From an optimization exercise on the open Yosys and OpenROAD flow, aimed at small area; shortcuts taken in it are not production practice.
In this exercise RTL edits were held to simulation tests only and were not proved equivalent to the original.
Power is estimated from default activity; no workload was simulated.

## flow/design.v

```verilog
module perm_result_buf #(
  parameter int NWORDS = 25,
  parameter int NBYTES = 8*NWORDS
) (
  input  logic        clk,
  input  logic        rst,
  input  logic        pushout,
  input  logic        firstout,
  input  logic [63:0] dout,
  output logic        stopout,
  input  logic        rd_req,
  input  logic [7:0]  rd_addr,
  input  logic [7:0]  rd_len,
  input  logic        rd_stall,
  output logic        rd_valid,
  output logic [7:0]  rd_data,
  output logic        rd_last,
  output logic        buf_full,
  input  logic        buf_release,
  output logic        rd_err,
  output logic        frame_err,
  output logic        ovf_err
);
  localparam logic [1:0] EMPTY = 2'd0, FILL = 2'd1, FULL = 2'd2, READ = 2'd3;
  logic [1:0]  state;
  logic [4:0]  word_cnt;      
  logic [7:0]  ptr;           
  logic [7:0]  ptr_d;         
  logic [7:0]  rem;           
  logic        par;           
  logic [63:0] mem [NWORDS];
  logic [63:0] bus;
  logic [4:0]  tgt;
  logic        act, wr_en, acc, consume;
  assign act    = state == EMPTY || state == FILL;
  assign wr_en  = pushout & ((state == EMPTY & firstout) | state == FILL);
  assign tgt    = (pushout & firstout) ? 5'd0 : word_cnt;
  assign bus    = dout ^ {64{par}};
  assign acc    = rd_len != 8'd0 && ({1'b0, rd_addr} + {1'b0, rd_len} <= 9'(NBYTES));
  for (genvar i = 0; i < NWORDS; i++) begin : g_word
    logic w, k;
    assign w = wr_en & (tgt == 5'(i));
    assign k = ~(act & (tgt == 5'(i)));
    always_ff @(posedge clk) mem[i] <= ~((mem[i] | {64{w}}) & (bus | {64{k}}));
  end
  logic [NWORDS-1:0] wsel_n;
  logic [7:0]        bsel;
  logic [63:0]       col_n;
  logic [7:0]        byt_n;
  always_comb begin
    for (int i = 0; i < NWORDS; i++) wsel_n[i] = ptr_d[7:3] != 5'(i);
    for (int k = 0; k < 8; k++) bsel[k] = ptr_d[2:0] == 3'(k);
  end
  for (genvar j = 0; j < 64; j++) begin : g_col
    logic [NWORDS-1:0] d;
    for (genvar i = 0; i < NWORDS; i++) begin : g_d
      assign d[i] = mem[i][j];
    end
    prb_col #(.N(NWORDS)) u_col (.d(d), .sel_n(wsel_n), .y_n(col_n[j]));
  end
  for (genvar b = 0; b < 8; b++) begin : g_byte
    logic [3:0] u;
    for (genvar q = 0; q < 4; q++) begin : g_sel
      prb_a22oi u_sel (.a1(col_n[16*q+b]), .a2(bsel[2*q]), .b1(col_n[16*q+8+b]), .b2(bsel[2*q+1]), .y(u[q]));
    end
    prb_nand4 u_byte (.a(u[0]), .b(u[1]), .c(u[2]), .d(u[3]), .y(byt_n[b]));
  end
  assign rd_last  = rd_valid & (rem == 8'd1);
  assign buf_full = state[1];
  assign consume = state == READ && !buf_release && rd_valid && !rd_stall;
  assign ptr_d = consume ? ptr + 8'd1 : ptr;
  always_ff @(posedge clk) begin
    ptr     <= state == FULL ? rd_addr : ptr_d;
    rd_data <= ~byt_n ^ {8{par}};
    if (state == FULL) rem <= rd_len;
    else if (consume) rem <= rem - 8'd1;
    if (state == EMPTY || (pushout && firstout)) word_cnt <= 5'd1;
    else if (pushout) word_cnt <= word_cnt + 5'd1;
  end
  always_ff @(posedge clk or negedge rst) begin
    if (!rst) begin
      state     <= EMPTY;
      par       <= 1'b0;
      stopout   <= 1'b1;
      rd_valid  <= 1'b0;
      rd_err    <= 1'b0;
      frame_err <= 1'b0;
      ovf_err   <= 1'b0;
    end else begin
      par       <= ~par;
      rd_err    <= 1'b0;
      frame_err <= 1'b0;
      ovf_err   <= 1'b0;
      case (state)
        EMPTY: begin
          rd_err  <= rd_req;
          stopout <= 1'b0;
          if (pushout && firstout) state <= FILL;
          else frame_err <= pushout;
        end
        FILL: begin
          rd_err <= rd_req;
          if (pushout && firstout) frame_err <= 1'b1;
          else if (pushout && word_cnt == 5'(NWORDS-1)) begin
            state   <= FULL;
            stopout <= 1'b1;
          end
        end
        FULL: begin
          ovf_err <= pushout;
          if (buf_release) begin
            state   <= EMPTY;
            stopout <= 1'b0;
          end else if (rd_req && acc) state <= READ;
          else rd_err <= rd_req;
        end
        default: begin
          ovf_err <= pushout;
          rd_err  <= rd_req;
          if (buf_release) begin
            state    <= EMPTY;
            stopout  <= 1'b0;
            rd_valid <= 1'b0;
          end else if (!rd_valid) rd_valid <= 1'b1;
          else if (!rd_stall && rem == 8'd1) begin
            rd_valid <= 1'b0;
            state    <= FULL;
          end
        end
      endcase
    end
  end
endmodule
module prb_o22ai (input logic a1, a2, b1, b2, output logic y);
  assign y = ~((a1 | a2) & (b1 | b2));
endmodule
module prb_nor4 (input logic a, b, c, d, output logic y);
  assign y = ~(a | b | c | d);
endmodule
module prb_o2111ai (input logic a1, a2, b1, c1, d1, output logic y);
  assign y = ~((a1 | a2) & b1 & c1 & d1);
endmodule
module prb_a22oi (input logic a1, a2, b1, b2, output logic y);
  assign y = ~((a1 & a2) | (b1 & b2));
endmodule
module prb_nand4 (input logic a, b, c, d, output logic y);
  assign y = ~(a & b & c & d);
endmodule
module prb_col #(parameter int N = 25) (input logic [N-1:0] d, sel_n, output logic y_n);
  assign y_n = ~&(d | sel_n);
endmodule
```

## flow/run.sh

```bash
#!/bin/bash
# synth_recipe.tcl (not shown) runs the flow's synth.tcl, then flattens the netlist and writes it again
# the make line also repeats each setting of config.mk as NAME=value (left out here)
make -C /OpenROAD-flow-scripts/flow DESIGN_CONFIG=/design/flow/config.mk WORK_HOME=/design/flow/orfs CLKGATE_MAP_FILE= SYNTH_SCRIPT=/design/flow/synth_recipe.tcl finish
```

## flow/config.mk

```make
export PLATFORM = sky130hd
export DESIGN_NAME = perm_result_buf
export DESIGN_NICKNAME = perm_result_buf
export VERILOG_FILES = /design/flow/design.v
export SDC_FILE = /design/flow/constraint.sdc
export NUM_CORES = 4
export LEC_CHECK = 0
export CAP_MARGIN = 20
export CORE_MARGIN = 2
export CORE_UTILIZATION = 60
export CTS_CLUSTER_DIAMETER = 100
export CTS_CLUSTER_SIZE = 20
export SLEW_MARGIN = 20
export SYNTH_HIERARCHICAL = 1
```

## flow/constraint.sdc

```tcl
create_clock -name core_clock -period 6.0 [get_ports {clk}]
set_input_delay 1.2000 -clock core_clock [delete_from_list [all_inputs] [get_ports {clk}]]
set_output_delay 1.2000 -clock core_clock [all_outputs]
set_load 0.01 [all_outputs]
```

==> results of run 1 <==
Yosys cell counts (7+ instances only):
master and count:
a22oi_2 32, dfxtp_1 1621, nand2_1 82, nand2b_1 9
inv_1 14, o21ai_2 65, buf_1 37, o22ai_1 2185
ha_1 17, buf_4 13, xnor2_1 18, clkbuf_1 267
nand3_1 7, nand4_1 76, nor4_2 64, o221ai_1 64
o21ai_0 17, edfxtp_1 8, dfrtp_1 7, nor3_1 82
and3_1 7, nor2_2 25, buf_2 163, o22a_1 65
xor2_1 73, nor2_1 158, a21oi_1 12, o22a_2 64
layer usage:
layer  wire [µm]  share of wire
met2       94170           0.43
met3       28940           0.13
met1       82210           0.37
met5         114        0.00052
met4       15830          0.072
Yosys stat by module (local to each module, per instance), a selection:
| module | cells | cell area [µm²] |
|---|---|---|
| perm_result_buf | 4125 | 47640 |
| prb_a22oi | 1 | 12.51 |
| prb_nand4 | 1 | 6.256 |
area by class of cell:
class | instances | area (µm²) | area share
Tap cell | 1254 | 1569 | 0.02509
Timing Repair Buffer | 317 | 3303 | 0.05282
Clock buffer | 97 | 2342 | 0.03746
Inverter | 14 | 52.55 | 0.0008404
Clock inverter | 3 | 22.52 | 0.0003602
Sequential cell | 1637 | 32900 | 0.5261
Multi-Input combinational cell | 3186 | 22350 | 0.3574
power breakdown:
| part | total (W) | switching (W) | internal [W] |
|---|---|---|---|
| Clock | 0.00626 | 0.00349 | 0.00277 |
| Sequential | 0.0136 | 0.000962 | 0.0126 |
| Combinational | 0.00895 | 0.00553 | 0.00342 |
metrics by stage:
step / hold WS [ps] / util
finish: 437.0 / 0.6731
global route: 444.8 / 0.6731
CTS: 439.2 / 0.6696
detailed placement: 427.7 / 0.6442
global placement: 417.1 / 0.6430
floorplan: 411.7 / -
registers in the layout, summed over array words and instances, names as in the netlist:
signal	cells
rem	8
rd_valid	1
word_cnt	5
mem	1600
rd_err	1
state	2
frame_err	1
par	1
rd_data	8
ovf_err	1
stopout	1
ptr	8
how the worst max path moves through the flow:
stage,from,to,slack [ps],cells past startpoint
finish,buf_release,rd_data[3]$_DFF_P_,810,16
floorplan,rd_stall,rd_data[0]$_DFF_P_,440,13
CTS,buf_release,rd_data[3]$_DFF_P_,1030,16
global route,buf_release,rd_data[3]$_DFF_P_,700,16
global placement,buf_release,rd_data[4]$_DFF_P_,300,17
detailed placement,buf_release,rd_data[3]$_DFF_P_,300,16
kinds of logic after synthesis:
family	count (synthesis)
and+or+nand+nor	534
muxes	8
AOI/OAI and AO/OA	2535
DFF	1637
xor gates and xnor gates	91
adders and majority gates	18
buffers and inverters	494
placed cells by master (no fill, tap or decap), types with 3 or more instances in the layout:
cell	netlist	layout
nor2_1	158	158
clkdlybuf4s50_1	0	101
nor4_1	5	5
o22ai_1	2185	2184
a21oi_1	12	12
clkbuf_16	0	93
xor2_4	0	35
buf_12	0	53
nor3_1	82	80
nor2_4	0	25
buf_4	13	161
xor2_1	73	19
and2_1	4	4
ha_1	17	17
nor4_2	64	64
dfrtp_1	7	6
xor2_2	0	19
nand3_1	7	7
o21ai_0	17	17
o221ai_1	64	64
o21a_1	4	4
inv_1	14	14
clkbuf_1	267	4
a22oi_2	32	32
edfxtp_1	8	8
nand2_1	82	33
o22a_1	65	65
mux2i_1	5	5
xnor2_1	18	18
a21o_1	3	3
dfxtp_1	1621	1621
nand2b_1	9	9
mux2_2	3	3
o31ai_1	4	3
o22a_2	64	64
o21ai_2	65	65
nand4_1	76	76
nand2_4	0	49
and3_1	7	7
==> results.txt, run 1 <==
largest family of logic cells by synthesized area compound AO/OA/AOI/OAI gates; GRT Residual Overflow 0; #FFs+latches synth 1637; area share of the largest cell type after synthesis 0.5793; CTS Buffer Depth 3; Achievable Freq 192.5 MHz; Total Wirelength 221300 µm; Vias per Instance 7.770; Worst-path clk slew 80 ps; Slew headroom 0.1423; MaxCap Viol Count 0; hold_buf cts 0; DR iter-0 viols 6989; max incr delay on CP 530 ps; placeable core region 92910 µm²; CTS sink count 1637; 1st-pass router iterations 6; routed via count 50570; DR WL/cell 34.00 µm; Post-Syn Instances 5317; # DRC 0; Post-Synth XOR/XNOR Area 0.01423; post-synthesis average cell area 10.54 µm²; Worst path top cell family by delay simple AND/OR/NAND/NOR gates; Final Hold Viols 0; area delta synth->final 11.63%; crit path max fanout 22; CP arrival 5730 ps; HP Class reg2reg; clk_skew 13.77 ps; first-pass GRT wire length 319600 µm; Yosys cell types 65; Worst Max-Slew Pin Slew 1287 ps; endpoint type of the worst setup path flip-flop; Num CTS Buffers 91; Worst EP required 6540 ps; Setup TNS 0 ps; Buf/Inv on CP 4; period utilization 0.8657; input/output buffers 101; GPL Wtd Cong 0.8856; Yosys warnings 8; Setup Buffers After CTS 0; r2r setup slk 1190 ps; met2 Use GR 0.6734; Final Max Slew Viols 0; Total Power 0.02877 W; largest net degree at the start of global routing 65; CTS tree done; Synth Area in Compound Gates 0.3005; unrepaired setup endpoints after global routing no; critical path class in2reg; # fillers 7280; Nets 5352; total track usage 0.4500; worst vdd ir 0.2893 mV; Top Ports 102; post-DP HPWL 123400 µm; Critical-path top delay cell clkdlybuf4s50_1; synthesized area 56020 µm²; die area 95820 µm²; Adder-Cell Fraction of Synth Area 0.004154; power per cell area 460.1 nW/µm²; post-synthesis simple-gate area fraction 0.05481; Routed Antenna Nets 0; die height 309.6 µm; r2r startpoint state[1]$_DFFE_PN0P_; met3 usage 0.1271; Area contributors post-synth dfxtp_1 (58%), o22ai_1 (24%), clkbuf_1 (1.8%); critical-path cell list clkdlybuf4s50_1, and4bb_2, nand4_2, nor2_1, xor2_1, buf_4, nor2_1, nand2_4, buf_4, buf_4, o221ai_1, nor4_2, nand4_1, a22oi_2, nand4_1, xnor2_1; hold path depth 1; Final Critical Period 5194 ps; Final Setup Violations 0; r2r endpoint rd_data[3]$_DFF_P_; Finished Cell Area 62530 µm²; final worst slack 805.7 ps; status finished clean; asr flop ratio synth 0.004887; pre-CTS setup slack 298.0 ps; CP Launch Type input port; most frequent cell on the critical path buf_4; sequential area share after synthesis 0.5872; Inst Count DP 6408; die width 309.6 µm; Hold EP mem[18][53]$_DFF_P_; Post-DP Area 59850 µm²; leakage 23.55 nW; Worst Reg2Reg Path Length in Cells 16; Post-Layout Cell Count 6508; number of flops mapped to enable cells by yosys 8; mux contribution to synthesized area 0.001496; area leader, netlist dfxtp_1; row cnt 112; gr busiest metal met2; vias in the first global route 47860; Clk Latency, worst-skew pair 690 ps; Mapped Nets 5422; post_cts resized 0; initial core utilization 0.6029; ys flop type dfxtp_1; initial antenna violation count 6; hold path start mem[18][53]$_DFF_P_; Ant. Diodes 0; CTS H-tree depth 3; clock root buffer clkbuf_16; met1 global-route usage 0.5796; fraction of layout cells with a size suffix above 1 0.1306
==> run 2: changes to the inputs <==
==> flow/flow/run.sh (new file) <==
#!/bin/bash
# The standard layout (standard.sh, the ORFS flow, standard synthesis unchanged) with two
# changes: port buffers are buf_1 instead of the default delay cell, and the clock tree is built
# from clkbuf_8 with 16-sink clusters and no dummy loads. Each ORFS step logs to orfs/logs/;
# make's own output goes to standard.log.
set -uo pipefail
bash standard.sh \
  "BUFFER_PORTS_ARGS=-buffer_cell sky130_fd_sc_hd__buf_1" \
  "CTS_ARGS=-sink_clustering_enable -repair_clock_nets -dont_use_dummy_load -sink_clustering_size 16 -sink_clustering_max_diameter 100 -buf_list sky130_fd_sc_hd__clkbuf_8" \
  finish > standard.log 2>&1
==> flow/standard.sh (new file) <==
#!/bin/bash
# synth_recipe.tcl (not shown) runs the flow's synth.tcl, then flattens the netlist and writes it again
# the make line also repeats each setting of config.mk as NAME=value (left out here)
make -C /OpenROAD-flow-scripts/flow DESIGN_CONFIG=/design/flow/config.mk WORK_HOME=/design/flow/orfs CLKGATE_MAP_FILE= SYNTH_SCRIPT=/design/flow/synth_recipe.tcl "${@:-finish}"
==> flow/config.mk (replaced) <==
export PLATFORM = sky130hd
export DESIGN_NAME = perm_result_buf
export DESIGN_NICKNAME = perm_result_buf
export VERILOG_FILES = /design/flow/design.v
export SDC_FILE = /design/flow/constraint.sdc
export NUM_CORES = 4
export LEC_CHECK = 0
export CAP_MARGIN = 5
export CORE_MARGIN = 2
export CORE_UTILIZATION = 70
export SLEW_MARGIN = 5
export SYNTH_HIERARCHICAL = 1
removed: flow/run.sh
==> run 2 against run 1 <==
  * Still clean
  * Largest cell class unchanged
  * Non-clock buffer count shrank 46
  * Critical path depth shrank 1
  * Clock power fell by about 20%
  * Synthesized cell count did not move
==> results.txt, run 2 <==
Final Hold Viols 0 (unchanged); ys flop type dfxtp_1; initial antenna violation count 9 (+3); crit path max fanout 41 (+86%); Synth Area in Compound Gates 0.3005 (unchanged); hold_buf cts 0 (unchanged); area delta synth->final 7.047%; Clk Latency, worst-skew pair 820 ps (+130 ps); Adder-Cell Fraction of Synth Area 0.004154 (unchanged); mux contribution to synthesized area 0.001496 (unchanged); post-synthesis simple-gate area fraction 0.05481 (unchanged); Mapped Nets 5422 (unchanged); post-DP HPWL 119100 µm (-3.5%); largest net degree at the start of global routing 66 (+1.5%); Vias per Instance 8.340 (+7.3%); Setup Buffers After CTS 0 (unchanged); register area 32900 µm² (unchanged); leakage 22.60 nW (-4.0%); asr flop ratio synth 0.004887 (unchanged); period utilization 0.8186 (-0.04716); Achievable Freq 203.6 MHz (+5.8%); count leader, synth o22ai_1; Inst Count DP 6157 (-3.9%); row cnt 103 (-8.0%); CP Launch Type flip-flop; Buf/Inv on CP 1 (-3); first-pass GRT wire length 319800 µm (about the same); number of flops mapped to enable cells by yosys 8 (unchanged); Yosys cell types 65 (unchanged); Total Wirelength 221100 µm (about the same); CTS H-tree depth 3 (unchanged); CP arrival 5600 ps (-130 ps); Final Critical Period 4911 ps (-283.0 ps); Yosys warnings 8 (unchanged); critical-path cell list ha_1, and4bb_2, nand4_2, nor2_1, xor2_1, nor3_1, nand2_4, buf_12, o22a_2, o21ai_2, nor4_2, nand4_1, a22oi_2, nand4_1, xnor2_1; top cells by count, synth o22ai_1 (2185), dfxtp_1 (1621), clkbuf_1 (267); Num CTS Buffers 112 (+23%); Post-Layout Cell Count 6279 (-3.5%); unrepaired setup endpoints after global routing no; Multi-input gate area 21900 µm² (-2.0%); worst vdd ir 0.3092 mV (+6.9%); Worst Max-Slew Pin Slew 1386 ps (+99.90 ps); Final Max Slew Viols 0 (unchanged); # DRC 0 (unchanged); post-synthesis average cell area 10.54 µm² (unchanged); die height 286.9 µm (-7.3%); Worst path top cell family by delay simple AND/OR/NAND/NOR gates; max incr delay on CP 610 ps (+80 ps); largest family of logic cells by synthesized area compound AO/OA/AOI/OAI gates; #FFs+latches synth 1637 (unchanged); Final Setup Violations 0 (unchanged); area share of the largest cell type after synthesis 0.5793 (unchanged); endpoint type of the worst setup path flip-flop; CTS sink count 1637 (unchanged); routed via count 52370 (+3.6%); vias in the first global route 49340 (+3.1%); die area 82310 µm² (-14%); DR iter-0 viols 7895 (+13%); clock root buffer clkbuf_8; most frequent cell on the critical path nand4_1; HP Class in2async; Routed Antenna Nets 0 (unchanged); DR WL/cell 35.21 µm (+3.6%); max reg flops 1600 (unchanged); # fillers 5515 (-24%); Critical-path top delay cell a22oi_2; 1st-pass router iterations 6 (unchanged); critical path class reg2reg; synthesized area 56020 µm² (unchanged); clk_skew 75.83 ps (+62.06 ps); post_cts resized 0 (unchanged); sequential area share after synthesis 0.5872 (unchanged); commonest non-fill, non-tap cell in the layout o22ai_1; initial core utilization 0.7079 (+0.1050); CTS Buffer Depth 3 (unchanged); input/output buffers 101 (unchanged); Worst-path clk slew 110 ps (+30 ps); area leader, netlist dfxtp_1; GPL Wtd Cong 0.9145 (+3.3%); Largest Register mem; die width 286.9 µm (-7.3%); Nets 5327 (-0.47%); commonest non-fill, non-tap cells in the layout o22ai_1 (2184), dfxtp_1 (1621), nor2_1 (158); Worst EP required 6690 ps (+150 ps); total track usage 0.5190 (+0.06905); fraction of layout cells with a size suffix above 1 0.1243 (-0.006238); Area contributors post-synth dfxtp_1 (58%), o22ai_1 (24%), clkbuf_1 (1.8%); Setup TNS 0 ps (unchanged); GRT Residual Overflow 0 (unchanged); MaxCap Viol Count 0 (unchanged); Post-Syn Instances 5317 (unchanged); Slew headroom 0.07568 (-0.06660); Post-Synth XOR/XNOR Area 0.01423 (unchanged); CTS tree done; status finished clean; placeable core region 79130 µm² (-15%); power per cell area 455.5 nW/µm² (-1.0%); Top Ports 102 (unchanged)
-- run 2: cell counts after synthesis --
Identical to the previous run, type by type.
-- run 2: cell families (layout without fill, tap and decap cells) --
| group | count (synthesis) | in the layout |
|---|---|---|
| compound gates | 2535 | 2535 |
| xor+xnor | 91 | 91 |
| fa+ha+maj | 18 | 18 |
| buf+inv | 494 | 397 |
| flops | 1637 | 1637 |
| mux | 8 | 8 |
| other cells | 0 | 9 |
| simple gates | 534 | 534 |
-- run 2: modules after synthesis, one instance, submodules excluded, a selection --
module	cells inside	cell area [µm²]
perm_result_buf	4125	47640
prb_a22oi	1	12.51
prb_nand4	1	6.256
-- run 2: final timing paths --
path / start / end / slack (ps) / cells past startpoint
worst max-delay path: state[1]$_DFFE_PN0P_ / rd_data[6]$_DFF_P_ / 1090 / 15
worst max register to register: state[1]$_DFFE_PN0P_ / rd_data[6]$_DFF_P_ / 1090 / 15
max in group asynchronous: rst / par$_DFF_PN0_ / 5320 / 1
min in group core_clock: mem[16][2]$_DFF_P_ / mem[16][2]$_DFF_P_ / 440 / 1
worst min-delay path: rst / rd_err$_DFF_PN0_ / 340 / 1
worst min register to register: mem[16][2]$_DFF_P_ / mem[16][2]$_DFF_P_ / 440 / 1
-- run 2: where the power goes --
group | leakage (nW) | switching (W) | internal (W)
Sequential | 14.8 | 0.000990 | 0.0126
Clock | 0.805 | 0.00333 | 0.00167
Combinational | 7.02 | 0.00549 | 0.00323
-- run 2: routing by layer --
metal | GRT usage | routed length (µm) | share of wire
met5 | 0 | 66 | 0.00030
met4 | 0.3490 | 19140 | 0.087
met3 | 0.1843 | 37220 | 0.17
met2 | 0.7331 | 88340 | 0.40
met1 | 0.6687 | 76310 | 0.35
-- run 2: final cells by class --
type                            count  share of cell area
Sequential cell                  1637              0.5486
Multi-Input combinational cell   3186              0.3653
Timing Repair Buffer              271             0.03726
Clock buffer                      112             0.02571
Tap cell                         1050             0.02191
Inverter                           14           0.0008763
Antenna cell                        9           0.0003756
-- run 2: per-stage QoR --
step	instance area, µm²	hold WS (ps)	util	total power, W	setup WS (ps)
final	59970	337.5	0.7578	0.02732	1089
after global routing	59950	377.4	0.7576	0.02802	972.8
after CTS	59930	354.5	0.7574	0.02670	1358
after detailed placement	58390	428.2	0.7379	0.02200	558.9
after global placement	58390	417.6	0.7379	0.02178	660.1
after floorplan	56020	411.7	-	0.01889	436.3
==> run 3: changes to the inputs <==
--- a/flow/design.v
+++ b/flow/design.v
@@ -27,25 +27,27 @@
   logic [7:0]  ptr;           
   logic [7:0]  ptr_d;         
   logic [7:0]  rem;           
-  logic        par;           
   logic [63:0] mem [NWORDS];
-  logic [63:0] bus;
+  logic [NWORDS-1:0] ph;      
   logic [4:0]  tgt;
   logic        act, wr_en, acc, consume;
   assign act    = state == EMPTY || state == FILL;
   assign wr_en  = pushout & ((state == EMPTY & firstout) | state == FILL);
   assign tgt    = (pushout & firstout) ? 5'd0 : word_cnt;
-  assign bus    = dout ^ {64{par}};
   assign acc    = rd_len != 8'd0 && ({1'b0, rd_addr} + {1'b0, rd_len} <= 9'(NBYTES));
   for (genvar i = 0; i < NWORDS; i++) begin : g_word
     logic w, k;
     assign w = wr_en & (tgt == 5'(i));
     assign k = ~(act & (tgt == 5'(i)));
-    always_ff @(posedge clk) mem[i] <= ~((mem[i] | {64{w}}) & (bus | {64{k}}));
+    always_ff @(posedge clk) begin
+      mem[i] <= ~((mem[i] | {64{w}}) & (dout | {64{k}}));
+      ph[i]  <= ~((ph[i] | w) & k);
+    end
   end
   logic [NWORDS-1:0] wsel_n;
   logic [7:0]        bsel;
   logic [63:0]       col_n;
+  logic              ph_n;
   logic [7:0]        byt_n;
   always_comb begin
     for (int i = 0; i < NWORDS; i++) wsel_n[i] = ptr_d[7:3] != 5'(i);
@@ -58,6 +60,7 @@
     end
     prb_col #(.N(NWORDS)) u_col (.d(d), .sel_n(wsel_n), .y_n(col_n[j]));
   end
+  prb_col #(.N(NWORDS)) u_ph (.d(ph), .sel_n(wsel_n), .y_n(ph_n));
   for (genvar b = 0; b < 8; b++) begin : g_byte
     logic [3:0] u;
     for (genvar q = 0; q < 4; q++) begin : g_sel
@@ -71,7 +74,7 @@
   assign ptr_d = consume ? ptr + 8'd1 : ptr;
   always_ff @(posedge clk) begin
     ptr     <= state == FULL ? rd_addr : ptr_d;
-    rd_data <= ~byt_n ^ {8{par}};
+    rd_data <= byt_n ^ {8{ph_n}};
     if (state == FULL) rem <= rd_len;
     else if (consume) rem <= rem - 8'd1;
     if (state == EMPTY || (pushout && firstout)) word_cnt <= 5'd1;
@@ -80,14 +83,12 @@
   always_ff @(posedge clk or negedge rst) begin
     if (!rst) begin
       state     <= EMPTY;
-      par       <= 1'b0;
       stopout   <= 1'b1;
       rd_valid  <= 1'b0;
       rd_err    <= 1'b0;
       frame_err <= 1'b0;
       ovf_err   <= 1'b0;
     end else begin
-      par       <= ~par;
       rd_err    <= 1'b0;
       frame_err <= 1'b0;
       ovf_err   <= 1'b0;
==> flow/flow/run.sh (replaced) <==
#!/bin/bash
# The standard layout (standard.sh, the ORFS flow, standard synthesis unchanged) with three
# changes: after floorplan every combinational cell is swapped for the smallest of its family
# (flow/downsize.tcl; the later repair steps size up what needs it); port buffers are buf_1
# instead of the default delay cell; and the clock tree is built from clkbuf_8 with 16-sink
# clusters and no dummy loads. Each ORFS step logs to orfs/logs/; make's output goes to
# standard.log, the downsizing step's to downsize.log.
set -uo pipefail
KNOBS=("BUFFER_PORTS_ARGS=-buffer_cell sky130_fd_sc_hd__buf_1"
  "CTS_ARGS=-sink_clustering_enable -repair_clock_nets -dont_use_dummy_load -sink_clustering_size 16 -sink_clustering_max_diameter 100 -buf_list sky130_fd_sc_hd__clkbuf_8")
bash standard.sh "${KNOBS[@]}" floorplan > standard.log 2>&1 || exit 1
RES=orfs/results/${FLOW_PLATFORM:-sky130hd}/perm_result_buf/base
DOWNSIZE_ODB=$RES/2_floorplan.odb \
  openroad -no_init -exit flow/downsize.tcl > downsize.log 2>&1 || exit 1
bash standard.sh "${KNOBS[@]}" finish >> standard.log 2>&1
==> flow/flow/downsize.tcl (new file) <==
# Swaps every combinational cell of the synthesized netlist for the smallest cell of its
# family (same function and pins, lowest drive strength). The placement steps' repair_design
# and the clock-tree step's repair_timing then size up whatever needs more drive.
# Registers, buffers, tap and tie cells are left as they are.
# Reads and writes the ODB named by DOWNSIZE_ODB. (The platform's don't-use cells are all
# lpflow_/probe cells, whose names the family pattern below never matches.)
set db [ord::get_db]
read_db $::env(DOWNSIZE_ODB)
# Smallest master of each family, from the loaded libraries.
array set best {}
foreach lib [$db getLibs] {
  foreach m [$lib getMasters] {
    set n [$m getName]
    if {![regexp {^(sky130_fd_sc_hd__[a-z0-9]+)_([0-9]+)$} $n -> fam str]} continue
    set a [expr {[$m getWidth] * [$m getHeight]}]
    if {![info exists best($fam)] || $a < [lindex $best($fam) 1]} { set best($fam) [list $m $a] }
  }
}
set swapped 0
set saved 0
foreach inst [[[$db getChip] getBlock] getInsts] {
  set m [$inst getMaster]
  set n [$m getName]
  if {![regexp {^(sky130_fd_sc_hd__([a-z0-9]+))_([0-9]+)$} $n -> fam base str]} continue
  if {[regexp {^(df|edf|sdf|dl|sdl|buf|clkbuf|clkdly|dlygate|dlymetal|tap|conb|fill|decap|diode|clkinv|inv)} $base]} continue
  if {![info exists best($fam)]} continue
  set nm [lindex $best($fam) 0]
  if {$nm eq $m} continue
  set d [expr {([$m getWidth] * [$m getHeight] - [lindex $best($fam) 1]) / 1e6}]
  if {[$inst swapMaster $nm]} { incr swapped; set saved [expr {$saved + $d}] }
}
puts "downsize: swapped $swapped cells, [format %.1f $saved] um2"
write_db $::env(DOWNSIZE_ODB)
--- a/flow/config.mk
+++ b/flow/config.mk
@@ -5,8 +5,8 @@
 export SDC_FILE = /design/flow/constraint.sdc
 export NUM_CORES = 4
 export LEC_CHECK = 0
-export CAP_MARGIN = 5
+export CAP_MARGIN = 15
 export CORE_MARGIN = 2
 export CORE_UTILIZATION = 70
-export SLEW_MARGIN = 5
+export SLEW_MARGIN = 15
 export SYNTH_HIERARCHICAL = 1
==> run 3 against run 2 <==
  * Combinational power down 4.4%
  * Design area decreased by 1.9%
  * Hold slack lost 62 ps
  * Count of clock-buffer cells in the layout is 1 higher
  * Via count shrank 2.2%
  * Critical path depth grew 3
  * Sequential share of layout area grew 1.8 points
  * Non-clock buffer count up 11
  * Clock skew decreased by 9.1 ps
  * Final cell count barely moved
  * Largest cell class unchanged
==> results.txt, run 3 <==
Worst-path clk slew 110 ps (about the same); unrepaired setup endpoints after global routing no; area leader, netlist dfxtp_1; clock root buffer clkbuf_8; synthesized area 56270 µm² (+0.46%); worst vdd ir 0.3016 mV (-2.5%); top flop regs mem: 1600 flops, ph: 25 flops; top cells by count, synth o22ai_1 (2190), dfxtp_1 (1646), clkbuf_1 (300); Worst Reg2Reg Path Length in Cells 18 (+3); critical path class reg2reg; Min Hold Slack 275.4 ps (-62.15 ps); hold_buf cts 0 (unchanged); DR WL/cell 34.03 µm (-3.3%); first-pass GRT wire length 312700 µm (-2.2%); share of power burned in registers 0.505 (+0.007); r2r setup slk 610 ps (-480 ps); Worst path top cell family by delay simple AND/OR/NAND/NOR gates; commonest non-fill, non-tap cells in the layout o22ai_1 (2187), dfxtp_1 (1646), nor2_1 (149); leakage 22.49 nW (-0.49%); #FFs+latches synth 1661 (+1.5%); area delta synth->final 4.578%; critical-path cell list ha_1, nor4bb_2, and3_1, nand4_1, mux2i_1, nand2b_1, o21ai_1, buf_4, nand2_4, buf_12, buf_4, o22a_1, o221ai_1, nor4_1, nand4_1, a22oi_1, nand4_1, xor2_1; die height 287.5 µm (+0.22%); power per cell area 460.3 nW/µm² (+1.0%); vias in the first global route 49010 (-0.67%); die area 82680 µm² (+0.45%); status finished clean; r2r endpoint rd_data[2]$_DFF_P_; Worst Max-Slew Pin Slew 1376 ps (-10.88 ps); Vias per Instance 8.152 (-2.2%); Buf/Inv on CP 3 (+2); Nets 5331 (+0.075%); Comb power frac 0.308 (-0.011); GRT Residual Overflow 0 (unchanged); 1st-pass router iterations 8 (+2); CTS H-tree depth 3 (unchanged); CTS sink count 1661 (+1.5%); CTS tree done; crit path max fanout 28 (-32%); CP arrival 6110 ps (+510 ps); most frequent cell on the critical path nand4_1; largest net degree at the start of global routing 66 (unchanged); Final Max Slew Viols 0 (unchanged); Mapped Nets 5466 (+0.81%); Final Critical Period 5390 ps (+478.9 ps); routed via count 51200 (-2.2%); Largest Register mem; MaxCap Viol Count 0 (unchanged); area share of the largest cell type after synthesis 0.5856 (+0.006266); Final Hold Viols 0 (unchanged); Area contributors post-synth dfxtp_1 (59%), o22ai_1 (24%), clkbuf_1 (2.0%); count leader, synth o22ai_1; fraction of layout cells with a size suffix above 1 0.07561 (-0.04872); Yosys cell types 68 (+4.6%); CP Launch Type flip-flop; period utilization 0.8984 (+0.07982); post-synthesis average cell area 10.50 µm² (-0.37%); max reg flops 1600 (unchanged); r2r startpoint state[1]$_DFFE_PN0P_; NetSw 0.009774 W (-0.42%); Final Setup Violations 0 (unchanged); Worst EP required 6720 ps (+30 ps); sw frac 0.3608 (+0.001504); max incr delay on CP 550 ps (-60 ps); Achievable Freq 185.5 MHz (-8.9%); post-DP HPWL 119900 µm (+0.71%); row cnt 103 (unchanged); endpoint type of the worst setup path flip-flop; Routed Antenna Nets 0 (unchanged); ys flop type dfxtp_1; DR iter-0 viols 8099 (+2.6%); Clk Latency, worst-skew pair 820 ps (about the same); # DRC 0 (unchanged); post_cts resized 0 (unchanged); Slew headroom 0.08293 (+0.007255); Setup TNS 0 ps (unchanged); Clock power frac 0.187 (+0.004); Pint 0.01731 W (-1.1%); input/output buffers 101 (unchanged); placeable core region 79260 µm² (+0.16%); die width 287.5 µm (+0.22%); Num CTS Buffers 113 (+0.89%); sequential area share after synthesis 0.5930 (+0.005786); Critical-path top delay cell a22oi_1; Total Wirelength 213700 µm (-3.3%); asr flop ratio synth 0.004214 (-0.0006727); Top Ports 102 (unchanged); CTS Buffer Depth 3 (unchanged); Post-Syn Instances 5361 (+0.83%); total track usage 0.5029 (-0.01612); Yosys warnings 8 (unchanged); commonest non-fill, non-tap cell in the layout o22ai_1; Setup Buffers After CTS 0 (unchanged); initial antenna violation count 9 (unchanged); initial core utilization 0.7100 (+0.002069); GPL Wtd Cong 0.9242 (+1.1%); HP Class in2async; clk_skew 66.74 ps (-9.096 ps); number of flops mapped to enable cells by yosys 8 (unchanged)
run 3: kinds of logic after synthesis:
kind of cell	synth area share
AO/OA/AOI/OAI	0.2995
XOR/XNOR	0.004825
adder cells (fa/ha/maj)	0.004135
buffers and inverters	0.04007
flip-flops	0.5930
multiplexers	0.001690
AND/OR/NAND/NOR	0.05683
run 3: worst max path at each step:
stage | start | to | slack (ps) | depth (start not counted)
floorplan | buf_release | rd_data[0]$_DFF_P_ | 180 | 14
global placement | buf_release | rd_data[2]$_DFF_P_ | 260 | 18
detailed placement | buf_release | rd_data[2]$_DFF_P_ | 80 | 18
CTS | state[1]$_DFFE_PN0P_ | rd_data[2]$_DFF_P_ | 820 | 18
global route | state[1]$_DFFE_PN0P_ | rd_data[2]$_DFF_P_ | 480 | 18
finish | state[1]$_DFFE_PN0P_ | rd_data[2]$_DFF_P_ | 610 | 18
run 3: power by group through the flow:
| stage | clock network, W | logic (W) | registers [W] |
|---|---|---|---|
| after global placement | 0 | 0.00764 | 0.0138 |
| after global routing | 0.00540 | 0.00859 | 0.0138 |
| after floorplan | 0 | 0.00538 | 0.0136 |
| after CTS | 0.00498 | 0.00781 | 0.0136 |
| after detailed placement | 0 | 0.00780 | 0.0139 |
| final | 0.00507 | 0.00834 | 0.0137 |
run 3: area by class of cell:
type / count / area (µm²)
Clock buffer: 113 / 1555
Fill cell: 5816 / 20410
Inverter: 17 / 63.81
Sequential cell: 1661 / 33370
Timing Repair Buffer: 282 / 2287
Antenna cell: 6 / 15.01
Multi-Input combinational cell: 3151 / 20250
Tap cell: 1050 / 1314
run 3: routing by layer:
| layer | part of all wire | global-route usage |
|---|---|---|
| met4 | 0.074 | 0.3023 |
| met5 | 0.000098 | 0 |
| met2 | 0.41 | 0.7203 |
| met1 | 0.35 | 0.6451 |
| met3 | 0.17 | 0.1906 |
run 3: Yosys stat by module (local to each module, per instance), a selection:
module / times used / cells inside / cell area (µm²)
perm_result_buf: 1 / 4151 / 47770
prb_a22oi: 32 / 1 / 12.51
prb_nand4: 8 / 1 / 6.256
run 3: through the flow:
step,total power (W),instance area [µm²],utilization,setup slack [ps],instances
final,0.02709,58850,0.7425,609.8,6280
after global routing,0.02783,58850,0.7425,479.3,6280
after floorplan,0.01898,56270,-,179.4,5361
after detailed placement,0.02167,57170,0.7213,76.66,6154
after CTS,0.02643,58720,0.7409,818.0,6267
after global placement,0.02148,57170,0.7213,260.1,6154
==> run 4: changes to the inputs <==
--- a/flow/design.v
+++ b/flow/design.v
@@ -58,9 +58,9 @@
     for (genvar i = 0; i < NWORDS; i++) begin : g_d
       assign d[i] = mem[i][j];
     end
-    prb_col #(.N(NWORDS)) u_col (.d(d), .sel_n(wsel_n), .y_n(col_n[j]));
+    prb_col u_col (.d(d), .sel_n(wsel_n), .y_n(col_n[j]));
   end
-  prb_col #(.N(NWORDS)) u_ph (.d(ph), .sel_n(wsel_n), .y_n(ph_n));
+  prb_col u_ph (.d(ph), .sel_n(wsel_n), .y_n(ph_n));
   for (genvar b = 0; b < 8; b++) begin : g_byte
     logic [3:0] u;
     for (genvar q = 0; q < 4; q++) begin : g_sel
@@ -147,6 +147,14 @@
 module prb_nand4 (input logic a, b, c, d, output logic y);
   assign y = ~(a & b & c & d);
 endmodule
-module prb_col #(parameter int N = 25) (input logic [N-1:0] d, sel_n, output logic y_n);
-  assign y_n = ~&(d | sel_n);
+module prb_col (input logic [24:0] d, sel_n, output logic y_n);
+  logic [11:0] y;
+  logic [2:0]  z;
+  for (genvar p = 0; p < 12; p++) begin : g_pair
+    prb_o22ai u_pair (.a1(d[2*p]), .a2(sel_n[2*p]), .b1(d[2*p+1]), .b2(sel_n[2*p+1]), .y(y[p]));
+  end
+  for (genvar q = 0; q < 3; q++) begin : g_oct
+    prb_nor4 u_oct (.a(y[4*q]), .b(y[4*q+1]), .c(y[4*q+2]), .d(y[4*q+3]), .y(z[q]));
+  end
+  prb_o2111ai u_col (.a1(d[24]), .a2(sel_n[24]), .b1(z[0]), .c1(z[1]), .d1(z[2]), .y(y_n));
 endmodule
==> run 4 against run 3 <==
  * Still clean on timing, DRC and antenna
  * Via count shrank 2.9%
  * First-iteration DRC count is 17% lower
  * Clock power is essentially flat
  * Critical path depth is 3 lower
  * Synthesized area up 0.43%
  * Non-clock buffer count grew 68
  * Final cell count fell by 0.88%
  * Core utilization shrank 1.1 points
  * Combinational power rose by 4.2%
  * Sequential power about the same
  * Synthesized cell count decreased by 2.4%
  * Largest power group unchanged
  * Highest routed layer unchanged
==> results.txt, run 4 <==
crit path max fanout 27 (-3.6%); r2r setup slk 430 ps (-180 ps); routed via count 49730 (-2.9%); status finished clean; post_cts resized 0 (unchanged); Clock power frac 0.184 (-0.003); r2r startpoint state[1]$_DFFE_PN0P_; Worst Reg2Reg Path Length in Cells 15 (-3); endpoint type of the worst setup path flip-flop; sequential area share after synthesis 0.5904 (-0.002560); Setup TNS 0 ps (unchanged); Mapped Nets 5336 (-2.4%); Worst EP required 6630 ps (-90 ps); DR iter-0 viols 6741 (-17%); GRT Residual Overflow 0 (unchanged); Post-Syn Instances 5231 (-2.4%); Largest Register mem; Worst Max-Slew Pin Slew 1353 ps (-22.63 ps); share of power burned in registers 0.499 (-0.006); input/output buffers 101 (unchanged); worst vdd ir 0.3059 mV (+1.4%); MaxCap Viol Count 0 (unchanged); total track usage 0.4689 (-0.03400); r2r endpoint rd_data[4]$_DFF_P_; hold_buf cts 0 (unchanged); unrepaired setup endpoints after global routing no; top flop regs mem: 1600 flops, ph: 25 flops; post-synthesis average cell area 10.80 µm² (+2.9%); Clk Latency, worst-skew pair 800 ps (-20 ps); sw frac 0.3557 (-0.005081); die height 288.1 µm (+0.21%); Final Max Slew Viols 0 (unchanged); clk_skew 65.61 ps (-1.130 ps); initial antenna violation count 6 (-3); Achievable Freq 179.6 MHz (-3.2%); Final Hold Viols 0 (unchanged); max reg flops 1600 (unchanged); top cells by count, synth o22ai_1 (2385), dfxtp_1 (1646), clkbuf_1 (300); commonest non-fill, non-tap cells in the layout o22ai_1 (2383), dfxtp_1 (1646), buf_4 (204); DR WL/cell 32.29 µm (-5.1%); clock root buffer clkbuf_8; first-pass GRT wire length 296600 µm (-5.1%); Final Setup Violations 0 (unchanged); leakage 22.73 nW (+1.1%); Num CTS Buffers 113 (unchanged); Worst-path clk slew 110 ps (about the same); Vias per Instance 7.989 (-2.0%); largest net degree at the start of global routing 67 (+1.5%); Routed Antenna Nets 0 (unchanged); fraction of layout cells with a size suffix above 1 0.09008 (+0.01447); die area 83030 µm² (+0.42%); post-DP HPWL 119300 µm (-0.52%); CTS tree done; CP Launch Type flip-flop; Slew headroom 0.08970 (+0.006769); CP arrival 6200 ps (+90 ps); Area contributors post-synth dfxtp_1 (58%), o22ai_1 (26%), nor4_2 (4.3%); synthesized area 56520 µm² (+0.43%); count leader, synth o22ai_1; ys flop type dfxtp_1; CTS H-tree depth 3 (unchanged); Setup Buffers After CTS 0 (unchanged); power per cell area 467.4 nW/µm² (+1.5%); vias in the first global route 46730 (-4.6%); area delta synth->final 3.868%; 1st-pass router iterations 6 (-2); Yosys cell types 67 (-1.5%); period utilization 0.9281 (+0.02969); commonest non-fill, non-tap cell in the layout o22ai_1; #FFs+latches synth 1661 (unchanged); Total Wirelength 201000 µm (-6.0%); Comb power frac 0.317 (+0.009); CTS sink count 1661 (unchanged); placeable core region 80290 µm² (+1.3%); Top Ports 102 (unchanged); Yosys warnings 8 (unchanged); GPL Wtd Cong 0.9708 (+5.0%); CTS Buffer Depth 3 (unchanged); Final Critical Period 5568 ps (+178.2 ps); HP Class in2async; asr flop ratio synth 0.004214 (unchanged); initial core utilization 0.7039 (-0.006068); row cnt 104 (+0.97%); Nets 5269 (-1.2%); area share of the largest cell type after synthesis 0.5830 (-0.002528); die width 288.1 µm (+0.21%); area leader, netlist dfxtp_1; Min Hold Slack 344.7 ps (+69.30 ps); # DRC 0 (unchanged); Pint 0.01768 W (+2.1%); # fillers 5930 (+2.0%); critical path class reg2reg; number of flops mapped to enable cells by yosys 8 (unchanged); NetSw 0.009759 W (-0.14%)
run 4: cells by family (layout without fill, tap and decap cells):
kind of cell / Yosys count / count (layout) / synth area share
AO/OA/AOI/OAI: 2537 / 2537 / 0.2953
XOR/XNOR: 31 / 31 / 0.004804
adder cells (fa/ha/maj): 18 / 18 / 0.004118
buffers and inverters: 549 / 480 / 0.03989
flip-flops: 1661 / 1661 / 0.5904
multiplexers: 9 / 9 / 0.001682
other: 0 / 3 / 0
AND/OR/NAND/NOR: 426 / 426 / 0.06378
run 4: layer usage:
metal  up-vias  GRT usage  wire length (µm)
li1      20930          -                 -
met1     23910     0.6136             74290
met2      3987     0.6772             83210
met3       898     0.1161             26560
met4         8     0.3438             16860
met5         -          0                91
run 4: critical path, stage by stage (launching register included):
cell	delay [ps]
dfrtp_1	450
ha_1	230
nor4bb_2	410
and3_1	320
nand4_1	150
nor2_1	250
xor2_1	380
nor3_1	280
nand2_4	310
buf_12	260
o22ai_1	130
nor4_1	1120
o2111ai_1	220
a22oi_1	560
nand4_1	180
xor2_1	170
run 4: area by class of cell:
type / instances / area, µm² / share of cell area
inverter: 17 / 63.81 / 0.001087
tap: 1060 / 1326 / 0.02259
sequential: 1661 / 33370 / 0.5684
timing repair buffer: 350 / 2806 / 0.04781
clock buffer: 113 / 1555 / 0.02649
antenna: 3 / 7.507 / 0.0001279
multi-input combinational: 3021 / 19580 / 0.3335
run 4: worst max-delay path by stage:
stage / from / end
finish: state[1]$_DFFE_PN0P_ / rd_data[4]$_DFF_P_
global route: state[1]$_DFFE_PN0P_ / rd_data[3]$_DFF_P_
CTS: state[1]$_DFFE_PN0P_ / rd_data[3]$_DFF_P_
detailed placement: buf_release / rd_data[3]$_DFF_P_
global placement: buf_release / rd_data[6]$_DFF_P_
floorplan: buf_release / rd_data[0]$_DFF_P_
run 4: modules after synthesis, one instance, submodules excluded, excerpt:
module / area, µm² / times used / cells
prb_o22ai: 6.256 / 780 / 1
prb_a22oi: 12.51 / 32 / 1
prb_nor4: 12.51 / 195 / 1
prb_o2111ai: 15.01 / 65 / 1
perm_result_buf: 47770 / 1 / 4151
prb_nand4: 6.256 / 8 / 1
run 4: through the flow:
| step | total power [W] | cell area (µm²) | std cells | worst slack (ps) | utilization |
|---|---|---|---|---|---|
| 2_1_floorplan | 0.01978 | 56520 | 5231 | 753.5 | - |
| 3_3_place_gp | 0.02202 | 57080 | 6106 | 190.1 | 0.7110 |
| 3_5_place_dp | 0.02218 | 57100 | 6107 | 173.9 | 0.7112 |
| 4_1_cts | 0.02697 | 58650 | 6220 | 770.4 | 0.7305 |
| 5_1_grt | 0.02823 | 58700 | 6224 | 223.3 | 0.7311 |
| 6_report | 0.02744 | 58700 | 6225 | 431.6 | 0.7312 |
run 4: power groups by stage:
| stage | clock network (W) | registers (W) | logic, W |
|---|---|---|---|
| global route | 0.00541 | 0.0138 | 0.00897 |
| finish | 0.00505 | 0.0137 | 0.00869 |
| CTS | 0.00501 | 0.0136 | 0.00831 |
| global placement | 0 | 0.0139 | 0.00815 |
| detailed placement | 0 | 0.0139 | 0.00829 |
| floorplan | 0 | 0.0136 | 0.00618 |
==> run 5: changes to the inputs <==
==> flow/flow/run.sh (replaced) <==
#!/bin/bash
# The standard layout (standard.sh, the ORFS flow, standard synthesis unchanged) with three
# changes: after floorplan every combinational cell is swapped for the smallest of its family
# (flow/downsize.tcl; the later repair steps size up what needs it); port buffers are buf_1
# instead of the default delay cell; and the clock tree is built from clkbuf_8 with 18-sink
# clusters and no dummy loads. Each ORFS step logs to orfs/logs/; make's output goes to
# standard.log, the downsizing step's to downsize.log.
set -uo pipefail
KNOBS=("BUFFER_PORTS_ARGS=-buffer_cell sky130_fd_sc_hd__buf_1"
  "CTS_ARGS=-sink_clustering_enable -repair_clock_nets -dont_use_dummy_load -sink_clustering_size 18 -sink_clustering_max_diameter 100 -buf_list sky130_fd_sc_hd__clkbuf_8")
bash standard.sh "${KNOBS[@]}" floorplan > standard.log 2>&1 || exit 1
RES=orfs/results/${FLOW_PLATFORM:-sky130hd}/perm_result_buf/base
DOWNSIZE_ODB=$RES/2_floorplan.odb \
  openroad -no_init -exit flow/downsize.tcl > downsize.log 2>&1 || exit 1
bash standard.sh "${KNOBS[@]}" finish >> standard.log 2>&1
--- a/flow/config.mk
+++ b/flow/config.mk
@@ -7,6 +7,7 @@
 export LEC_CHECK = 0
 export CAP_MARGIN = 15
 export CORE_MARGIN = 2
-export CORE_UTILIZATION = 70
+export CORE_UTILIZATION = 80
+export PLACE_DENSITY = 0.85
 export SLEW_MARGIN = 15
 export SYNTH_HIERARCHICAL = 1
==> run 5 against run 4 <==
  * Sequential share of layout area up 0.49 points
  * Routed wire length rose by 2.5%
  * Worst setup slack got worse by 180 ps
  * Clock power down 4.2%
  * Hold slack worse by 46 ps
  * Critical endpoint is now rd_data[5]$_DFF_P_
==> results.txt, run 5 <==
DR WL/cell 33.95 µm (+5.1%); post-DP HPWL 116700 µm (-2.1%); worst vdd ir 0.3813 mV (+25%); GRT Residual Overflow 0 (unchanged); Clock power frac 0.179 (-0.005); max reg flops 1600 (unchanged); post-synthesis simple-gate area fraction 0.06378 (unchanged); ys flop type dfxtp_1; critical path class reg2reg; die height 269.8 µm (-6.4%); CTS H-tree depth 3 (unchanged); #FFs+latches synth 1661 (unchanged); area share of the largest cell type after synthesis 0.5830 (unchanged); CTS Buffer Depth 3 (unchanged); synthesized area 56520 µm² (unchanged); asr flop ratio synth 0.004214 (unchanged); area leader, netlist dfxtp_1; Synth Area in Compound Gates 0.2953 (unchanged); Slew headroom 0.08129 (-0.008415); Final Critical Period 5752 ps (+183.4 ps); Largest Register mem; post-synthesis average cell area 10.80 µm² (unchanged); share of power burned in registers 0.507 (+0.008); total track usage 0.5427 (+0.07383); crit path max fanout 20 (-26%); register area 33370 µm² (unchanged); die area 72790 µm² (-12%); fraction of layout cells with a size suffix above 1 0.08190 (-0.008181); GPL Wtd Cong 0.9808 (+1.0%); largest family of logic cells by synthesized area compound AO/OA/AOI/OAI gates; Yosys cell types 67 (unchanged); Worst-path clk slew 120 ps (about the same); r2r startpoint state[1]$_DFFE_PN0P_; Setup Buffers After CTS 0 (unchanged); CTS tree done; Post-DP Area 56690 µm² (-0.71%); commonest non-fill, non-tap cell in the layout o22ai_1; HP Class in2async; Final Max Slew Viols 0 (unchanged); top cells by count, synth o22ai_1 (2385), dfxtp_1 (1646), clkbuf_1 (300); Setup TNS 0 ps (unchanged); Final Hold Viols 0 (unchanged); routed via count 52140 (+4.8%); NetSw 0.009742 W (-0.18%); Worst EP required 6660 ps (+30 ps); CP Launch Point state[1]$_DFFE_PN0P_; top flop regs mem: 1600 flops, ph: 25 flops; DR iter-0 viols 9280 (+38%); sw frac 0.3599 (+0.004168); Achievable Freq 173.9 MHz (-3.2%); Min Hold Slack 298.6 ps (-46.11 ps); commonest non-fill, non-tap cells in the layout o22ai_1 (2381), dfxtp_1 (1646), nor4_1 (199); Post-Syn Instances 5231 (unchanged); Total Power 0.02707 W (-1.3%); Area contributors post-synth dfxtp_1 (58%), o22ai_1 (26%), nor4_2 (4.3%); Yosys warnings 8 (unchanged); Num CTS Buffers 102 (-9.7%); area delta synth->final 2.984%; count leader, synth o22ai_1; post_cts resized 0 (unchanged); Post-Synth XOR/XNOR Area 0.004804 (unchanged); mux contribution to synthesized area 0.001682 (unchanged); input/output buffers 101 (unchanged); CP Launch Type flip-flop; Total Wirelength 206000 µm (+2.5%); power per cell area 465.1 nW/µm² (-0.49%); Vias per Instance 8.593 (+7.6%); leakage 22.47 nW (-1.1%); Top Ports 102 (unchanged); Multi-input gate area 19590 µm² (about the same); largest net degree at the start of global routing 67 (unchanged); # DRC 0 (unchanged); Comb power frac 0.315 (-0.002); vias in the first global route 49890 (+6.8%); CP arrival 6410 ps (+210 ps); unrepaired setup endpoints after global routing no; number of flops mapped to enable cells by yosys 8 (unchanged); 1st-pass router iterations 10 (+4); Worst Max-Slew Pin Slew 1378 ps (+25.10 ps); status finished clean; hold_buf cts 0 (unchanged); Finished Cell Area 58200 µm² (-0.85%); Adder-Cell Fraction of Synth Area 0.004118 (unchanged); Mapped Nets 5336 (unchanged); sequential area share after synthesis 0.5904 (unchanged); clk_skew 47.31 ps (-18.30 ps); Routed Antenna Nets 0 (unchanged); initial core utilization 0.8071 (+0.1031); endpoint type of the worst setup path flip-flop; final worst slack 248.2 ps (-183.4 ps); Clk Latency, worst-skew pair 790 ps (about the same); row cnt 97 (-6.7%); die width 269.8 µm (-6.4%); Nets 5223 (-0.87%); Pint 0.01733 W (-2.0%); first-pass GRT wire length 303000 µm (+2.1%); period utilization 0.9586 (+0.03057); placeable core region 70030 µm² (-13%); clock root buffer clkbuf_8; pre-CTS setup slack 55.00 ps (-118.9 ps); initial antenna violation count 12 (+6); # fillers 4298 (-28%); MaxCap Viol Count 0 (unchanged); Final Setup Violations 0 (unchanged); CTS sink count 1661 (unchanged)
run 5: cell counts after synthesis:
Identical to the previous run, type by type.
run 5: worst max-delay path: stages (launching register included):
cell,delay (ps)
dfrtp_1,480
ha_1,240
nor4bb_2,440
and3_1,320
nand4_1,260
nor2_1,290
xnor2_1,220
nor3_1,170
nand2_4,520
buf_12,270
buf_4,180
o22ai_1,100
nor4_1,810
o2111ai_1,260
a22oi_1,670
nand4_1,210
xor2_1,200
run 5: per-layer routing:
layer	vias to the layer above	share of wire	GRT usage
li1	20870	-	-
met2	5358	0.40	0.7570
met1	24220	0.33	0.6607
met5	-	0.00037	0.01645
met4	12	0.097	0.4200
met3	1687	0.18	0.2312
run 5: final timing paths:
kind,end,cells after the start,slack (ps)
max,rd_data[5]$_DFF_P_,16,250
min,ovf_err$_DFF_PN0_,1,300
max reg2reg,rd_data[5]$_DFF_P_,16,250
min reg2reg,ph[6]$_DFF_P_,1,390
max in group asynchronous,stopout$_DFFE_PN1P_,1,5390
min in group core_clock,ph[6]$_DFF_P_,1,390
run 5: Yosys stat by module (local to each module, per instance), a selection:
module,flops+latches,cells
prb_nand4,0,1
prb_o22ai,0,1
prb_a22oi,0,1
perm_result_buf,1661,4151
prb_nor4,0,1
prb_o2111ai,0,1
run 5: through the flow:
step	std cells	utilization
floorplan	5231	-
global placement	5949	0.8095
detailed placement	5949	0.8096
CTS	6051	0.8296
global route	6059	0.8308
finish	6068	0.8312
run 5: cells by family after synthesis:
logic type      count (synthesis)
fa+ha+maj                      18
flops                        1661
xor+xnor                       31
mux                             9
simple gates                  426
buf+inv                       549
compound gates               2537
run 5: final cells by class:
cell class | count | share of cell area
repair buffers | 315 | 0.04422
multi-input cells | 3021 | 0.3366
clock buffers | 102 | 0.02412
diodes | 12 | 0.0005159
inverters | 17 | 0.001096
flip-flops and latches | 1661 | 0.5733
well taps | 940 | 0.02021
run 5: power groups by stage:
stage               logic (W)  registers [W]  clock network [W]
finish                0.00852         0.0137            0.00484
global route          0.00865         0.0139            0.00513
CTS                   0.00791         0.0137            0.00473
detailed placement    0.00788         0.0139                  0
global placement      0.00767         0.0138                  0
floorplan             0.00618         0.0136                  0
==> run 6: changes to the inputs <==
--- a/flow/design.v
+++ b/flow/design.v
@@ -25,7 +25,6 @@
   logic [1:0]  state;
   logic [4:0]  word_cnt;      
   logic [7:0]  ptr;           
-  logic [7:0]  ptr_d;         
   logic [7:0]  rem;           
   logic [63:0] mem [NWORDS];
   logic [NWORDS-1:0] ph;      
@@ -50,8 +49,8 @@
   logic              ph_n;
   logic [7:0]        byt_n;
   always_comb begin
-    for (int i = 0; i < NWORDS; i++) wsel_n[i] = ptr_d[7:3] != 5'(i);
-    for (int k = 0; k < 8; k++) bsel[k] = ptr_d[2:0] == 3'(k);
+    for (int i = 0; i < NWORDS; i++) wsel_n[i] = ptr[7:3] != 5'(i);
+    for (int k = 0; k < 8; k++) bsel[k] = ptr[2:0] == 3'(k);
   end
   for (genvar j = 0; j < 64; j++) begin : g_col
     logic [NWORDS-1:0] d;
@@ -70,11 +69,11 @@
   end
   assign rd_last  = rd_valid & (rem == 8'd1);
   assign buf_full = state[1];
+  assign rd_data = byt_n ^ {8{ph_n}};
   assign consume = state == READ && !buf_release && rd_valid && !rd_stall;
-  assign ptr_d = consume ? ptr + 8'd1 : ptr;
   always_ff @(posedge clk) begin
-    ptr     <= state == FULL ? rd_addr : ptr_d;
-    rd_data <= byt_n ^ {8{ph_n}};
+    if (state == FULL) ptr <= rd_addr;
+    else if (consume) ptr <= ptr + 8'd1;
     if (state == FULL) rem <= rd_len;
     else if (consume) rem <= rem - 8'd1;
     if (state == EMPTY || (pushout && firstout)) word_cnt <= 5'd1;
==> flow/flow/run.sh (replaced) <==
#!/bin/bash
# The standard layout (standard.sh, the ORFS flow, standard synthesis unchanged) with three
# changes: after floorplan every combinational cell is swapped for the smallest of its family
# (flow/downsize.tcl; the later repair steps size up what needs it); port buffers are buf_1
# instead of the default delay cell; and the clock tree is built from clkbuf_8 with 16-sink
# clusters and no dummy loads. Each ORFS step logs to orfs/logs/; make's output goes to
# standard.log, the downsizing step's to downsize.log.
set -uo pipefail
KNOBS=("BUFFER_PORTS_ARGS=-buffer_cell sky130_fd_sc_hd__buf_1"
  "CTS_ARGS=-sink_clustering_enable -repair_clock_nets -dont_use_dummy_load -sink_clustering_size 16 -sink_clustering_max_diameter 100 -buf_list sky130_fd_sc_hd__clkbuf_8")
bash standard.sh "${KNOBS[@]}" floorplan > standard.log 2>&1 || exit 1
RES=orfs/results/${FLOW_PLATFORM:-sky130hd}/perm_result_buf/base
DOWNSIZE_ODB=$RES/2_floorplan.odb \
  openroad -no_init -exit flow/downsize.tcl > downsize.log 2>&1 || exit 1
bash standard.sh "${KNOBS[@]}" finish >> standard.log 2>&1
--- a/flow/config.mk
+++ b/flow/config.mk
@@ -7,7 +7,6 @@
 export LEC_CHECK = 0
 export CAP_MARGIN = 15
 export CORE_MARGIN = 2
-export CORE_UTILIZATION = 80
-export PLACE_DENSITY = 0.85
+export CORE_UTILIZATION = 70
 export SLEW_MARGIN = 15
 export SYNTH_HIERARCHICAL = 1
==> run 6 against run 5 <==
  * The layout now fails its checks (setup timing)
  * First-iteration DRC count is 14% lower
  * Die area is 16% higher
  * Sequential share of layout area hardly changed
  * Critical path depth is 5 lower
  * Critical path type is now reg2out
  * Largest power group unchanged
==> results.txt, run 6 <==
status finished with violations; MaxCap Viol Count 0 (unchanged); synthesized area 57560 µm² (+1.8%); final worst slack -108.6 ps (-356.7 ps); GPL Wtd Cong 0.9092 (-7.3%); area delta synth->final 0.8759%; leakage 22.05 nW (-1.9%); Vias per Instance 8.242 (-4.1%); Slew headroom 0.1097 (+0.02841); routed length on met2 86340 µm (+5.2%); initial antenna violation count 8 (-4); critical path class reg2out; ys flop type dfxtp_1; number of flops mapped to enable cells by yosys 16 (+8); Final Setup Violations 5 (+5); Worst Max-Slew Pin Slew 1335 ps (-43.38 ps); Top Ports 102 (unchanged); worst vdd ir 0.5417 mV (+42%); commonest non-fill, non-tap cell in the layout o22ai_1; sequential area share after synthesis 0.5783 (-0.01208); Post-Syn Instances 5191 (-0.76%); Total Power 0.02619 W (-3.3%); Num CTS Buffers 113 (+11%); Yosys warnings 8 (unchanged); Post-DP Area 56280 µm² (-0.72%); total track usage 0.4837 (-0.05906); area share of the largest cell type after synthesis 0.5669 (-0.01612); initial core utilization 0.7044 (-0.1027); Nets 5166 (-1.1%); GRT Residual Overflow 0 (unchanged); hold_buf cts 0 (unchanged); vias in the first global route 47900 (-4.0%); count leader, synth o22ai_1; Mapped Nets 5301 (-0.66%); input/output buffers 101 (unchanged); Worst-path clk slew 110 ps (about the same); post-synthesis average cell area 11.09 µm² (+2.6%); routed via count 50530 (-3.1%); max reg flops 1600 (unchanged); top flop regs mem: 1600 flops, ph: 25 flops; die width 290.8 µm (+7.8%); #FFs+latches synth 1653 (-0.48%); # DRC 0 (unchanged); post-DP HPWL 115300 µm (-1.2%); M1 wire length 76630 µm (+14%); Final Critical Period 6109 ps (+356.7 ps); Clk Latency, worst-skew pair 830 ps (+40 ps); Largest Register mem; CP arrival 4910 ps (-1500 ps); clock root buffer clkbuf_8; crit path max fanout 27 (+35%); DR top layer met5; Setup Buffers After CTS 0 (unchanged); die height 290.8 µm (+7.8%); commonest non-fill, non-tap cells in the layout o22ai_1 (2381), dfxtp_1 (1630), nor4_1 (197); endpoint type of the worst setup path primary output; HP Class in2async; first-pass GRT wire length 309900 µm (+2.3%); CP Launch Type flip-flop; Yosys cell types 68 (+1.5%); Final Max Slew Viols 0 (unchanged); Inst Count DP 6008 (+0.99%); Routed Antenna Nets 0 (unchanged); Area contributors post-synth dfxtp_1 (57%), o22ai_1 (25%), nor4_2 (4.2%); die area 84540 µm² (+16%); Setup TNS -264.4 ps (-264.4 ps); CTS Buffer Depth 3 (unchanged); Worst EP required 4800 ps (-1860 ps); row cnt 105 (+8.2%); CTS sink count 1653 (-0.48%); met3 WL 34520 µm (-5.0%); placeable core region 81720 µm² (+17%); Total Wirelength 212400 µm (+3.1%); Final Hold Viols 0 (unchanged); Post-Layout Cell Count 6131 (+1.0%); DR WL/cell 34.65 µm (+2.1%); top cells by count, synth o22ai_1 (2325), dfxtp_1 (1630), nor4_2 (195); Achievable Freq 163.7 MHz (-5.8%); clk_skew 54.92 ps (+7.612 ps); asr flop ratio synth 0.004235 (+0.00002040); CTS H-tree depth 3 (unchanged); CTS tree done; Finished Cell Area 58060 µm² (-0.24%); power per cell area 451.0 nW/µm² (-3.0%); DR iter-0 viols 7951 (-14%); fraction of layout cells with a size suffix above 1 0.08211 (+0.0002133); area leader, netlist dfxtp_1; period utilization 1.018 (+0.05945); largest net degree at the start of global routing 67 (unchanged); SO Faults setup timing; 1st-pass router iterations 8 (-2)
-- run 6: cell types whose count changed after synthesis, sizes merged, moves of 4 or more --
cell	change
and3	-4
clkbuf	-114
nor3	-8
dfxtp	-16
nand2	-14
a21oi	-4
nand3	-4
and2	+5
nor2b	+6
xnor2	-5
ha	+5
o32ai	-4
buf	+116
edfxtp	+8
-- run 6: modules after synthesis (local to each module, per instance), a selection --
module / copies in the design / area (µm²) / cells / flops+latches
perm_result_buf: 1 / 48810 / 4111 / 1653
prb_o2111ai: 65 / 15.01 / 1 / 0
prb_o22ai: 780 / 6.256 / 1 / 0
prb_nand4: 8 / 6.256 / 1 / 0
prb_nor4: 195 / 12.51 / 1 / 0
prb_a22oi: 32 / 12.51 / 1 / 0
-- run 6: through the flow --
stage	hold WS [ps]	worst slack, ps	utilization
CTS	293.2	63.53	0.7086
finish	290.7	-108.6	0.7106
detailed placement	369.5	625.7	0.6887
floorplan	357.8	17.81	-
global route	310.6	-15.66	0.7104
global placement	363.7	646.2	0.6887
-- run 6: final timing paths --
kind	to	cells past startpoint	startpoint	slack (ps)
worst min-delay path	frame_err$_DFF_PN0_	1	rst	290
min in group core_clock	ph[23]$_DFF_P_	1	ph[23]$_DFF_P_	390
worst max-delay path	rd_data[4]	11	ptr[5]$_DFFE_PP_	-110
worst min register to register	ph[23]$_DFF_P_	1	ph[23]$_DFF_P_	390
max in group asynchronous	rd_err$_DFF_PN0_	1	rst	5390
worst max register to register	mem[10][8]$_DFF_P_	9	state[0]$_DFFE_PN0P_	1960
-- run 6: area by class of cell --
type | instances | area, µm²
tap | 1070 | 1339
sequential | 1653 | 33290
inverter | 14 | 52.55
fill | 6244 | 23650
multi-input combinational | 2991 | 19580
timing repair buffer | 283 | 2232
clock buffer | 113 | 1555
antenna | 7 | 17.52
-- run 6: report_power, final --
group	switching (W)	internal, W	leakage [nW]
clock	0.00339	0.00168	0.813
sequential	0.00101	0.0128	14.9
combinational	0.00477	0.00251	6.38
total	0.00917	0.0170	22.1
-- run 6: logic make-up after synthesis --
family	synth area share
buf+inv	0.05050
fa+ha+maj	0.005130
simple gates	0.06671
mux	0.001087
flops	0.5783
compound gates	0.2945
xor+xnor	0.003804
-- run 6: layer usage --
metal,vias to the layer above,global-route usage
met5,-,0
met4,8,0.2787
met3,1135,0.1673
met2,4624,0.6908
met1,24120,0.6379
li1,20650,-
-- run 6: timing repair --
action,CTS,global route
setup endpoints to repair,8,7
resized for setup,12,17
cloned,1,0
pin swaps,1,4
-- run 6: worst max-delay path, cell delays in order (launching register included) --
cell,delay (ps)
edfxtp_1,560
nor3b_1,210
buf_4,230
nand2_4,140
buf_4,390
o22ai_1,180
nor4_1,790
o2111ai_1,220
a22oi_1,400
nand4_1,220
xor2_1,560
buf_1,210

separate check: timing with driven ports:
No port has a modelled driver above. Below, the same layouts with a new extraction and two added sets of constraints.
Step 1, drivers: a clkbuf_16 drives clk and a buf_2 each remaining input, both assumed.
Step 2 also shifts input and output timing later by t, the mid clock arrival at the registers, as if the neighbouring blocks saw the same clock.
a / b / c = ideal / step 1 / step 2; a / b = the first two.
run	shift t [ns]	slack for setup (ns)	hold slack, ns
run 1	0.762	0.806 / 0.853 / 0.092	0.437 / 0.437 / 0.437
run 2	0.844	1.089 / 1.089 / 0.329	0.338 / 0.295 / 0.438
run 3	0.864	0.610 / 0.610 / -0.109	0.275 / 0.232 / 0.395
run 4	0.841	0.432 / 0.432 / -0.221	0.345 / 0.294 / 0.391
run 5	0.831	0.248 / 0.248 / -0.358	0.299 / 0.252 / 0.394
run 6	0.858	-0.109 / -0.179 / 0.679	0.291 / 0.256 / 0.392
Met with ideal ports but missed after step 2: setup timing in run 3, run 4 and run 5. The setup slack of run 2, which loses most, moves by 0.000 ns with the drivers and by -0.760 ns with both steps.
